Source: an optimization exercise on an open RTL-to-GDS flow (aim: small area). Production flows keep margins and buffers that such runs may drop.
The RTL was checked by simulation tests, not by an equivalence proof against the original design.
Power is estimated from default activity; no workload was simulated.

Setup of P:
## rf_top
module rf_top
#(
   parameter bit CNT_EN = 1'b1                     
) (
   input  logic   s_clk_i,                         
   input  logic   arst_n_i,                        
   input  logic   wb_we_i,                         
   input  rf_pkg::rf_add  wb_add_i,                
   input  rf_pkg::rf_word wb_val_i,                
   input  rf_pkg::rf_add  p1_add_i,                
   output rf_pkg::rf_word p1_val_o,                
   input  rf_pkg::rf_add  p2_add_i,                
   output rf_pkg::rf_word p2_val_o,                
   input  logic   inj_i,                           
   input  rf_pkg::rf_add  inj_add_i,               
   input  rf_pkg::rf_bit  inj_bit_i,               
   output rf_pkg::rf_cnt  upset_cnt_o              
);
Size in the first run: roughly 5400 cells after synthesis.
Settings: LEC_CHECK=0, CAP_MARGIN=20, CELL_PAD_IN_SITES_DETAIL_PLACEMENT=1, CELL_PAD_IN_SITES_GLOBAL_PLACEMENT=1, CORE_MARGIN=2, CORE_UTILIZATION=35, CTS_CLUSTER_DIAMETER=80, CTS_CLUSTER_SIZE=24, SETUP_SLACK_MARGIN=0.2, SLEW_MARGIN=20, SYNTH_HIERARCHICAL=1, BUFFER_PORTS_ARGS=-buffer_cell sky130_fd_sc_hd__buf_2, CTS_ARGS=-sink_clustering_enable -repair_clock_nets -sink_clustering_size 16 -sink_clustering_max_diameter 60 -dont_use_dummy_load -buf_list sky130_fd_sc_hd__clkbuf_8; clock period 5.5 ns.
standard.sh (not shown) runs the stock make flow with config.mk's settings and CLKGATE_MAP_FILE= SYNTH_SCRIPT=/design/flow/synth_recipe.tcl, a recipe that flattens the netlist after the stock synthesis.
==> flow/flow/run.sh <==
#!/bin/bash
# Own flow: the standard layout (bash standard.sh) with two changes to how it is made:
#  - the port buffers are plain buffers (sky130_fd_sc_hd__buf_2) in place of the delay
#    cell that buffer_ports picks by itself;
#  - clock tree synthesis uses clkbuf_8, clusters up to 16 flip-flops within 60 um per
#    leaf buffer, and inserts no dummy loads.
# ORFS writes each step's full log under orfs/logs/; standard.sh's own output goes to
# standard.log here.
set -euo pipefail
cd "$(dirname "${BASH_SOURCE[0]}")/.."
cat >> config.mk <<'EOC'
export BUFFER_PORTS_ARGS = -buffer_cell sky130_fd_sc_hd__buf_2
export CTS_ARGS = -sink_clustering_enable -repair_clock_nets -sink_clustering_size 16 -sink_clustering_max_diameter 60 -dont_use_dummy_load -buf_list sky130_fd_sc_hd__clkbuf_8
EOC
bash standard.sh > standard.log 2>&1
Relative to P, the following input files were edited for Q:
==> flow/flow/run.sh <==
#!/bin/bash
set -euo pipefail
cd "$(dirname "${BASH_SOURCE[0]}")/.."
cat >> config.mk <<'EOC'
export BUFFER_PORTS_ARGS = -buffer_cell sky130_fd_sc_hd__buf_2
export CTS_ARGS = -sink_clustering_enable -repair_clock_nets -sink_clustering_size 16 -sink_clustering_max_diameter 60 -dont_use_dummy_load -buf_list sky130_fd_sc_hd__clkbuf_8
EOC
bash standard.sh > standard.log 2>&1
diff --git a/flow/config.mk b/flow/config.mk
--- a/flow/config.mk
+++ b/flow/config.mk
@@ -10,8 +10,6 @@
 export CELL_PAD_IN_SITES_GLOBAL_PLACEMENT = 1
 export CORE_MARGIN = 2
-export CORE_UTILIZATION = 35
-export CTS_CLUSTER_DIAMETER = 80
-export CTS_CLUSTER_SIZE = 24
-export SETUP_SLACK_MARGIN = 0.2
+export CORE_UTILIZATION = 40
+export SETUP_SLACK_MARGIN = 0.1
 export SLEW_MARGIN = 20
 export SYNTH_HIERARCHICAL = 1
## What came out
- Going from P to Q, the clock share of power was found to have gone up by 0.5 points.
- Summary of Q over P: layout net count held, power of the combinational group went down about 2%, final non-filler cell total went down about 3.3%.
- Between Q and P, it is Q whose peak clock frequency supported by timing is lower, by about 2.5%.
- Delta (Q minus P): worst hold margin fell 0.0034 ns; minimum setup slack in the final design -0.13 ns.
- P finished end to end and its layout was clean on timing, DRC and antenna.
- Q went all the way through synthesis, placement and routing and the layout is clean on timing, DRC and antenna.
Edits applied to the flow inputs when going from Q to R:
==> flow/flow/run.sh <==
#!/bin/bash
# Own flow: the standard layout (bash standard.sh) with two changes to how it is made:
#  - the port buffers are plain buffers (sky130_fd_sc_hd__buf_2) in place of the delay
#    cell that buffer_ports picks by itself;
#  - clock tree synthesis uses clkbuf_8, clusters up to 16 flip-flops within 60 um per
#    leaf buffer, and inserts no dummy loads.
# ORFS writes each step's full log under orfs/logs/; standard.sh's own output goes to
# standard.log here.
set -euo pipefail
cd "$(dirname "${BASH_SOURCE[0]}")/.."
cat >> config.mk <<'EOC'
export BUFFER_PORTS_ARGS = -buffer_cell sky130_fd_sc_hd__buf_2
export CTS_ARGS = -sink_clustering_enable -repair_clock_nets -sink_clustering_size 9 -sink_clustering_max_diameter 45 -dont_use_dummy_load -buf_list "sky130_fd_sc_hd__clkbuf_4 sky130_fd_sc_hd__clkbuf_8" -sink_clustering_buffer sky130_fd_sc_hd__clkbuf_4 -root_buf sky130_fd_sc_hd__clkbuf_8
EOC
bash standard.sh > standard.log 2>&1
==> flow/config.mk <==
export PLATFORM = sky130hd
export DESIGN_NAME = rf_top
export DESIGN_NICKNAME = rf_top
export VERILOG_FILES = /design/flow/design.v
export SDC_FILE = /design/flow/constraint.sdc
export NUM_CORES = 4
export LEC_CHECK = 0
export CAP_MARGIN = 20
export CELL_PAD_IN_SITES_DETAIL_PLACEMENT = 1
export CELL_PAD_IN_SITES_GLOBAL_PLACEMENT = 1
export CORE_MARGIN = 2
export CORE_UTILIZATION = 35
export CTS_CLUSTER_DIAMETER = 80
export CTS_CLUSTER_SIZE = 24
export SETUP_SLACK_MARGIN = 0.2
export SLEW_MARGIN = 20
export SYNTH_HIERARCHICAL = 1
export BUFFER_PORTS_ARGS = -buffer_cell sky130_fd_sc_hd__buf_2
export CTS_ARGS = -sink_clustering_enable -repair_clock_nets -sink_clustering_size 9 -sink_clustering_max_diameter 45 -dont_use_dummy_load -buf_list "sky130_fd_sc_hd__clkbuf_4 sky130_fd_sc_hd__clkbuf_8" -sink_clustering_buffer sky130_fd_sc_hd__clkbuf_4 -root_buf sky130_fd_sc_hd__clkbuf_8
[summary]
Q → R: synthesized cell count held; maximum frequency went up about 1.6%; met3 wire length went up 7.8%; met2 track demand over resource went down 8.7 points.
There was hardly any difference in sequential power between Q and R.
Clock skew ends up higher on R.
| sequential share of layout area | R vs Q | ≈ equal |
Final instance area essentially unchanged between Q and R.
For the number of vias after detailed routing, R came in 1.5% higher than Q did.
Input changes introduced in S (baseline for comparison: R):
diff --git a/flow/flow/run.sh b/flow/flow/run.sh
--- a/flow/flow/run.sh
+++ b/flow/flow/run.sh
@@ -10,6 +10,6 @@
 cd "$(dirname "${BASH_SOURCE[0]}")/.."
 cat >> config.mk <<'EOC'
-export BUFFER_PORTS_ARGS = -buffer_cell sky130_fd_sc_hd__buf_2
-export CTS_ARGS = -sink_clustering_enable -repair_clock_nets -sink_clustering_size 9 -sink_clustering_max_diameter 45 -dont_use_dummy_load -buf_list "sky130_fd_sc_hd__clkbuf_4 sky130_fd_sc_hd__clkbuf_8" -sink_clustering_buffer sky130_fd_sc_hd__clkbuf_4 -root_buf sky130_fd_sc_hd__clkbuf_8
+export BUFFER_PORTS_ARGS = -buffer_cell sky130_fd_sc_hd__buf_1
+export CTS_ARGS = -sink_clustering_enable -repair_clock_nets -sink_clustering_size 7 -sink_clustering_max_diameter 40 -dont_use_dummy_load -buf_list "sky130_fd_sc_hd__clkbuf_4 sky130_fd_sc_hd__clkbuf_8" -sink_clustering_buffer sky130_fd_sc_hd__clkbuf_4 -root_buf sky130_fd_sc_hd__clkbuf_8
 EOC
 bash standard.sh > standard.log 2>&1
diff --git a/flow/config.mk b/flow/config.mk
--- a/flow/config.mk
+++ b/flow/config.mk
@@ -16,4 +16,4 @@
 export SLEW_MARGIN = 20
 export SYNTH_HIERARCHICAL = 1
-export BUFFER_PORTS_ARGS = -buffer_cell sky130_fd_sc_hd__buf_2
-export CTS_ARGS = -sink_clustering_enable -repair_clock_nets -sink_clustering_size 9 -sink_clustering_max_diameter 45 -dont_use_dummy_load -buf_list "sky130_fd_sc_hd__clkbuf_4 sky130_fd_sc_hd__clkbuf_8" -sink_clustering_buffer sky130_fd_sc_hd__clkbuf_4 -root_buf sky130_fd_sc_hd__clkbuf_8
+export BUFFER_PORTS_ARGS = -buffer_cell sky130_fd_sc_hd__buf_1
+export CTS_ARGS = -sink_clustering_enable -repair_clock_nets -sink_clustering_size 7 -sink_clustering_max_diameter 40 -dont_use_dummy_load -buf_list "sky130_fd_sc_hd__clkbuf_4 sky130_fd_sc_hd__clkbuf_8" -sink_clustering_buffer sky130_fd_sc_hd__clkbuf_4 -root_buf sky130_fd_sc_hd__clkbuf_8
Results
What the final checks of S revealed, after a flow that finished every stage, was a layout that fails on negative setup slack. Via density per instance: S vs R down about 0.7%. Cell internal power dissipation delta (S − R): unfavourable. Diff S and R: final non-filler cell area lower in R. Going from R to S, routed wire length grows by 2600 µm. Final cell count: S vs R up about 1.1%. In S the critical path arrival turned out 0.13 ns higher than in R. The run showing the greater clock insertion delay at the later pin of the skew report is S. The first-pass GRT wire length was comparable across S and R. Delta (S minus R): transition time at the pin with the least slew margin higher; maximum achievable frequency lower.
Relative to S, the following input files were edited for T:
==> flow/run.sh (new file) <==
#!/bin/bash
# synth_recipe.tcl (not shown) runs the flow's synth.tcl, then flattens the netlist and writes it again
# the make line also repeats each setting of config.mk as NAME=value (left out here)
make -C /OpenROAD-flow-scripts/flow DESIGN_CONFIG=/design/flow/config.mk WORK_HOME=/design/flow/orfs CLKGATE_MAP_FILE= SYNTH_SCRIPT=/design/flow/synth_recipe.tcl finish
==> flow/config.mk <==
export PLATFORM = sky130hd
export DESIGN_NAME = rf_top
export DESIGN_NICKNAME = rf_top
export VERILOG_FILES = /design/flow/design.v
export SDC_FILE = /design/flow/constraint.sdc
export NUM_CORES = 4
export LEC_CHECK = 0
export CAP_MARGIN = 20
export CELL_PAD_IN_SITES_DETAIL_PLACEMENT = 1
export CELL_PAD_IN_SITES_GLOBAL_PLACEMENT = 1
export CORE_MARGIN = 2
export CORE_UTILIZATION = 35
export CTS_CLUSTER_DIAMETER = 60
export CTS_CLUSTER_SIZE = 30
export SETUP_SLACK_MARGIN = 0.2
export SLEW_MARGIN = 20
export SYNTH_HIERARCHICAL = 1
removed: flow/flow/run.sh
removed: flow/standard.sh
==> comparison <==
- T: flow completed, timing, DRC and antenna clean
- There was hardly any difference in number of multi-input combinational cells in the layout between S and T.
- Global-route congestion overflow total came out exactly the same in S and T.
- The biggest power consumer among the groups comes out clock in one run and sequential cells in the other, namely in T and S respectively.
- In the route summary, T ends up with a via count exceeding that of S.
- The total length of routed met2 wires number comes out lower for S vs T.
- Relative to S, the final critical delay including setup and external delays of T is lower by 0.093 ns.


== pepper ==
rf_top again, from the RTL that the note above started with.
Settings: LEC_CHECK=0, CAP_MARGIN=20, CELL_PAD_IN_SITES_DETAIL_PLACEMENT=1, CELL_PAD_IN_SITES_GLOBAL_PLACEMENT=1, CORE_MARGIN=2, CORE_UTILIZATION=35, CTS_CLUSTER_DIAMETER=80, CTS_CLUSTER_SIZE=24, SETUP_SLACK_MARGIN=0.2, SLEW_MARGIN=20, SYNTH_HIERARCHICAL=1, BUFFER_PORTS_ARGS=-buffer_cell sky130_fd_sc_hd__buf_2, CTS_ARGS=-sink_clustering_enable -repair_clock_nets -sink_clustering_size 8 -sink_clustering_max_diameter 42 -dont_use_dummy_load -buf_list "sky130_fd_sc_hd__clkbuf_4 sky130_fd_sc_hd__clkbuf_8" -sink_clustering_buffer sky130_fd_sc_hd__clkbuf_4 -root_buf sky130_fd_sc_hd__clkbuf_8; clock period 5.5 ns.
==> flow/flow/run.sh <==
#!/bin/bash
# Own flow: the standard layout (bash standard.sh) with two changes to how it is made:
#  - the port buffers are plain buffers (sky130_fd_sc_hd__buf_2) in place of the delay
#    cell that buffer_ports picks by itself;
#  - clock tree synthesis uses clkbuf_4 leaf buffers (clkbuf_8 above them), clusters up
#    to 8 flip-flops within 42 um per leaf buffer, and inserts no dummy loads.
# ORFS writes each step's full log under orfs/logs/; standard.sh's own output goes to
# standard.log here.
set -euo pipefail
cd "$(dirname "${BASH_SOURCE[0]}")/.."
cat >> config.mk <<'EOC'
export BUFFER_PORTS_ARGS = -buffer_cell sky130_fd_sc_hd__buf_2
export CTS_ARGS = -sink_clustering_enable -repair_clock_nets -sink_clustering_size 8 -sink_clustering_max_diameter 42 -dont_use_dummy_load -buf_list "sky130_fd_sc_hd__clkbuf_4 sky130_fd_sc_hd__clkbuf_8" -sink_clustering_buffer sky130_fd_sc_hd__clkbuf_4 -root_buf sky130_fd_sc_hd__clkbuf_8
EOC
bash standard.sh > standard.log 2>&1
Inputs modified between pepper and xenon:
==> flow/flow/run.sh <==
#!/bin/bash
# Own flow: the standard layout (bash standard.sh) with one change to how it is made:
# the port buffers are plain buffers (sky130_fd_sc_hd__buf_2) in place of the delay
# cell that buffer_ports picks by itself. ORFS writes each step's full log under
# orfs/logs/; standard.sh's own output goes to standard.log here.
set -euo pipefail
cd "$(dirname "${BASH_SOURCE[0]}")/.."
echo 'export BUFFER_PORTS_ARGS = -buffer_cell sky130_fd_sc_hd__buf_2' >> config.mk
bash standard.sh > standard.log 2>&1
diff --git a/flow/config.mk b/flow/config.mk
--- a/flow/config.mk
+++ b/flow/config.mk
@@ -19 +18,0 @@
-export CTS_ARGS = -sink_clustering_enable -repair_clock_nets -sink_clustering_size 8 -sink_clustering_max_diameter 42 -dont_use_dummy_load -buf_list "sky130_fd_sc_hd__clkbuf_4 sky130_fd_sc_hd__clkbuf_8" -sink_clustering_buffer sky130_fd_sc_hd__clkbuf_4 -root_buf sky130_fd_sc_hd__clkbuf_8
Results
Each of the runs, namely xenon and pepper, reached the end of the flow and came out clean. | final cell area excluding filler cells | xenon vs pepper | worse |. [xenon vs pepper] first-iteration DRC count: higher in xenon. Comparing xenon and pepper, the lower number of standard cells in the final layout excluding fillers is on xenon. Comparing xenon and pepper, the higher number of logic stages on the critical path including buffering was measured on pepper. Re final total power: xenon is 1.5 mW up on pepper. Of xenon and pepper, xenon shows the higher final core utilization, with pepper below it. xenon vs pepper on count of nets after finishing: xenon is the lower one. Summary — level count of the clock H-tree, xenon relative to pepper: lower, by 1.
The following lists how harbor was set up differently from xenon:
==> flow/run.sh (new file) <==
#!/bin/bash
# synth_recipe.tcl (not shown) runs the flow's synth.tcl, then flattens the netlist and writes it again
# the make line also repeats each setting of config.mk as NAME=value (left out here)
make -C /OpenROAD-flow-scripts/flow DESIGN_CONFIG=/design/flow/config.mk WORK_HOME=/design/flow/orfs CLKGATE_MAP_FILE= SYNTH_SCRIPT=/design/flow/synth_recipe.tcl finish
diff --git a/flow/config.mk b/flow/config.mk
--- a/flow/config.mk
+++ b/flow/config.mk
@@ -13,3 +12,0 @@
-export CTS_CLUSTER_DIAMETER = 80
-export CTS_CLUSTER_SIZE = 24
-export SETUP_SLACK_MARGIN = 0.2
@@ -18 +14,0 @@
-export BUFFER_PORTS_ARGS = -buffer_cell sky130_fd_sc_hd__buf_2
removed: flow/flow/run.sh
removed: flow/standard.sh
--- outcome ---
From xenon to harbor the numbers moved as follows: worst setup slack now sits lower, placed cell area went up by 0.0022 sq mm, fraction of met3 tracks used by global routing has increased.
Status harbor: flow complete, layout not clean - negative setup slack
The more densely filled core belongs to harbor, not xenon.
Taking xenon as the reference, in harbor portion of total power attributed to the clock network now larger, total power up 15%, buffer and inverter count on the worst path higher.
Per the comparison of harbor with xenon, combinational power share decreased 0.9 points, maximum frequency saw a decrease.
Edits applied to the flow inputs when going from harbor to quartz:
==> flow/flow/run.sh (new file) <==
#!/bin/bash
# Own flow: the standard layout (bash standard.sh) with two changes to how it is made:
#  - the port buffers are plain buffers (sky130_fd_sc_hd__buf_2) in place of the delay
#    cell that buffer_ports picks by itself;
#  - clock tree synthesis uses clkbuf_8, clusters up to 16 flip-flops within 60 um per
#    leaf buffer, and inserts no dummy loads.
# ORFS writes each step's full log under orfs/logs/; standard.sh's own output goes to
# standard.log here.
set -euo pipefail
cd "$(dirname "${BASH_SOURCE[0]}")/.."
cat >> config.mk <<'EOC'
export BUFFER_PORTS_ARGS = -buffer_cell sky130_fd_sc_hd__buf_2
export CTS_ARGS = -sink_clustering_enable -repair_clock_nets -sink_clustering_size 16 -sink_clustering_max_diameter 60 -dont_use_dummy_load -buf_list sky130_fd_sc_hd__clkbuf_8
EOC
bash standard.sh > standard.log 2>&1
==> flow/standard.sh (new file) <==
#!/bin/bash
# synth_recipe.tcl (not shown) runs the flow's synth.tcl, then flattens the netlist and writes it again
# the make line also repeats each setting of config.mk as NAME=value (left out here)
make -C /OpenROAD-flow-scripts/flow DESIGN_CONFIG=/design/flow/config.mk WORK_HOME=/design/flow/orfs CLKGATE_MAP_FILE= SYNTH_SCRIPT=/design/flow/synth_recipe.tcl "${@:-finish}"
diff --git a/flow/config.mk b/flow/config.mk
--- a/flow/config.mk
+++ b/flow/config.mk
@@ -12,0 +13,2 @@
+export PLACE_DENSITY = 0.7
+export SETUP_SLACK_MARGIN = 0.2
@@ -14,0 +17,2 @@
+export BUFFER_PORTS_ARGS = -buffer_cell sky130_fd_sc_hd__buf_2
+export CTS_ARGS = -sink_clustering_enable -repair_clock_nets -sink_clustering_size 16 -sink_clustering_max_diameter 60 -dont_use_dummy_load -buf_list sky130_fd_sc_hd__clkbuf_8
removed: flow/run.sh
==> notes.md <==
The critical path depth reported for quartz is smaller than that of harbor by 2. The layout from quartz, despite a flow that completed every stage, fails the layout checks, with the failing checks listed as negative setup slack. NOTE: placed cell area in quartz falls short of that of harbor. Maximum fanout along the worst path sits higher in quartz than in harbor. Changes observed in quartz relative to harbor: total power per unit cell area has decreased, total length of routed wires lower, total power now sits lower.
[inputs] fjord vs quartz
diff --git a/flow/config.mk b/flow/config.mk
--- a/flow/config.mk
+++ b/flow/config.mk
@@ -13 +13 @@
-export PLACE_DENSITY = 0.7
+export GPL_ROUTABILITY_DRIVEN = 0
==> comparison <==
- fjord: full flow OK, the timing, DRC and antenna checks passed
- NOTE: worst setup slack in fjord exceeds that of quartz
- fjord against quartz: design area increased 0.38%; count of clock-buffer cells in the layout increased by 7 relative to the old numbers.

==> afterwards: timing with drivers on the ports <==
The results above use ideal ports. As a check the final layouts listed here were re-extracted and re-timed, cells and wires unchanged.
Step 1, drivers: a clkbuf_16 drives s_clk_i and a buf_2 each remaining input, both assumed.
Step 2 times the ports against the registers' clock, not the clock port: input delays grow and output delays shrink by t, the midpoint of the rising clock arrivals with the driver on.
Three values: no drivers, after step 1, after step 2; two values: the first two.
run | shift t [ns] | setup slack, ns | latest minus earliest clock arrival (ns) | cell pins on the clock port's net
P | 0.936 | 0.150 / 0.092 / 0.092 | 0.097 / 0.097 | 1
Q | 0.959 | 0.015 / -0.036 / -0.036 | 0.098 / 0.098 | 1
R | 0.946 | 0.104 / 0.046 / 0.046 | 0.118 / 0.118 | 1
S | 0.981 | -0.035 / -0.109 / -0.109 | 0.109 / 0.110 | 1
T | 0.849 | 0.058 / 0.033 / 0.033 | 0.038 / 0.037 | 1
pepper | 0.968 | 0.170 / 0.112 / 0.112 | 0.139 / 0.139 | 1
xenon | 0.787 | 0.227 / 0.203 / 0.203 | 0.059 / 0.059 | 1
harbor | 0.855 | -0.087 / -0.112 / -0.112 | 0.059 / 0.059 | 1
quartz | 0.947 | -0.055 / -0.081 / -0.081 | 0.157 / 0.156 | 1
fjord | 0.930 | 0.081 / 0.059 / 0.059 | 0.152 / 0.152 | 1
With both steps, setup timing fails in Q, where it was met with ideal ports. The setup slack of S, which loses most, moves by -0.074 ns with the drivers and by -0.074 ns with both steps.
